Background: an optimization exercise with open tools, aiming at a short achievable clock period and few clock cycles per item. Do not read the settings as production practice.
In this exercise RTL edits were held to simulation tests only and were not proved equivalent to the original.
No activity file was given, so power comes from the tool's default toggle rates.

Design murmur2_hash_bucket_select, start of the top module:
module murmur2_hash_bucket_select (
  input  logic        clk,
  input  logic        rst_n,
  input  logic        in_valid,
  output logic        in_stall,
  input  logic [31:0] in_data_word,
  input  logic [2:0]  in_valid_bytes,
  input  logic        in_last_word,
  input  logic [7:0]  in_key_length,
  output logic        out_valid,
  input  logic        out_stall,
  output logic [3:0]  out_bucket,
  output logic [31:0] out_hash_value,
  input  logic        cfg_valid,
  output logic        cfg_ready,
  input  logic        cfg_index,
  input  logic [31:0] cfg_data
);
Size in the first run: about 320,000 um2 of cells after synthesis.
==> flow/config.mk <==
export PLATFORM = sky130hd
export DESIGN_NAME = murmur2_hash_bucket_select
export DESIGN_NICKNAME = murmur2_hash_bucket_select
export VERILOG_FILES = /design/flow/design.v
export SDC_FILE = /design/flow/constraint.sdc
export NUM_CORES = 4
export LEC_CHECK = 0
export CAP_MARGIN = 20
export CORE_MARGIN = 2
export CORE_UTILIZATION = 55
export SETUP_SLACK_MARGIN = 5
export SLEW_MARGIN = 20
==> flow/constraint.sdc <==
create_clock -name core_clock -period 9.0 [get_ports {clk}]
set_input_delay 1.8000 -clock core_clock [delete_from_list [all_inputs] [get_ports {clk}]]
set_output_delay 1.8000 -clock core_clock [all_outputs]
set_load 0.01 [all_outputs]
standard.sh (not shown) runs the stock make flow with config.mk's settings and CLKGATE_MAP_FILE= SYNTH_SCRIPT=/design/flow/synth_recipe.tcl, a recipe that flattens the netlist after the stock synthesis.
==> flow/flow/run.sh <==
#!/bin/bash
set -euo pipefail
bash standard.sh SETUP_SLACK_MARGIN=5.7 finish > standard_make.log 2>&1
The first run produced a clean layout.
Testbench counts at the start, summed over its fixed seeds: cycles 20,755, keys 3,000.
Change:
--- a/flow/design.v
+++ b/flow/design.v
@@ -77,20 +77,21 @@
   end
   assign cfg_ready = 1'b1;
   logic              in_stall_r;
   logic              in_acc;
   logic              in_key_r, cur_lane_r, pick_r;
   logic [SQ_W-1:0]   seq_r, head_r;
   logic [RA-1:0]     cur_seq_r;
   logic              lane_now;
   logic [RA-1:0]     seq_now;
+  logic              in_rdy_r;
   assign in_stall = in_stall_r;
-  assign in_acc   = in_valid && !in_stall_r;
+  assign in_acc   = in_valid && in_rdy_r;
   assign lane_now = in_key_r ? cur_lane_r : pick_r;
   assign seq_now  = in_key_r ? cur_seq_r : seq_r[RA-1:0];
   logic              i0_v, i0_lane;
   logic [QE_W-1:0]   i0_d;
   always_ff @(posedge clk) begin
     if (!rst_n) begin
       i0_v     <= 1'b0;
       in_key_r <= 1'b0;
       seq_r    <= '0;
@@ -149,36 +150,48 @@
   assign in_key_nxt = in_acc ? !in_last_word : in_key_r;
   assign lane_nxt   = in_acc ? lane_now : cur_lane_r;
   logic full0, full1, rob_full;
   assign full0    = (occ0 >= (QA+1)'(QD - 3));
   assign full1    = (occ1 >= (QA+1)'(QD - 3));
   assign rob_full = ((seq_r - head_r) >= SQ_W'(RD - 3));
   always_ff @(posedge clk) begin
     if (!rst_n) begin
       in_stall_r <= 1'b0;
+      in_rdy_r   <= 1'b1;
       pick_r     <= 1'b0;
     end else begin
-      if (in_key_nxt) in_stall_r <= lane_nxt ? full1 : full0;
-      else            in_stall_r <= (full0 && full1) || rob_full;
+      if (in_key_nxt) begin
+        in_stall_r <=   lane_nxt ? full1 : full0;
+        in_rdy_r   <= !(lane_nxt ? full1 : full0);
+      end else begin
+        in_stall_r <=   (full0 && full1) || rob_full;
+        in_rdy_r   <= !((full0 && full1) || rob_full);
+      end
       if (occ0 < occ1)      pick_r <= 1'b0;
       else if (occ1 < occ0) pick_r <= 1'b1;
       else                  pick_r <= !pick_r;
     end
   end
   logic            d0_v;
+  logic [QE_W-1:0] d0_g [QD/8];
+  logic [2:0]      d0_grp;
   logic [QE_W-1:0] d0_d;
   always_ff @(posedge clk) begin
     if (!rst_n) d0_v <= 1'b0;
     else        d0_v <= q_pop[0] || q_pop[1];
   end
   always_ff @(posedge clk) begin
-    d0_d <= ph_r ? q_mem1[q_rp[1]] : q_mem0[q_rp[0]];
+    for (int g = 0; g < QD/8; g++) begin
+      d0_g[g] <= ph_r ? q_mem1[{3'(g), q_rp[1][2:0]}] : q_mem0[{3'(g), q_rp[0][2:0]}];
+    end
+    d0_grp <= ph_r ? q_rp[1][5:3] : q_rp[0][5:3];
   end
+  assign d0_d = d0_g[d0_grp];
   logic [W-1:0]  d0_w;
   logic [2:0]    d0_nb;
   logic          d0_last, d0_first;
   logic [7:0]    d0_klen;
   logic [RA-1:0] d0_seq;
   assign {d0_seq, d0_klen, d0_first, d0_last, d0_nb, d0_w} = d0_d;
   logic          d1_v, d1_blk, d1_tl, d1_last, d1_first;
   logic [W-1:0]  d1_w, d1_x;
   logic [7:0]    d1_klen;
Outcome: Die area came out higher by 2.3%; worst hold slack is worse by 0.030 ns; design area climbs by 1.6%; wire length rose by 2.1%; clock skew increases by 0.025 ns; sequential share of layout area came out higher by 0.36 points; final cell count rose by 4.5%; flip-flop and latch count increases by 248; setup slack is worse by 0.13 ns; clock-buffer cell count went up by 100; power grows by 2.5%.
Testbench counts after the change, summed over its fixed seeds: cycles 20,755, keys 3,000.

-- what the ideal ports hide --
No port has a modelled driver above. Below, the same layouts with a new extraction and two added sets of constraints. Step 1 sets driving cells, clkbuf_16 on the clock port and buf_2 on the other inputs (assumed; they add their load-dependent delay and slew). Step 2 moves the port delays by t, midway between the first and last clock arrival at a register: inputs arrive t later, outputs are due t later. That takes back most of the time a late clock gives input paths. Slacks: ideal ports / drivers / drivers and shift; pairs: ideal ports / drivers.
run	t, ns	setup WS [ns]	worst slew at a driven data input, ns
the first run	1.240	5.521 / 5.376 / 4.791	0.28
the second run	1.239	5.387 / 5.387 / 4.828	0.17
After both steps every run listed still meets setup and hold. For the first run, which loses most, drivers alone change the setup slack by -0.145 ns; drivers and shift together by -0.730 ns.
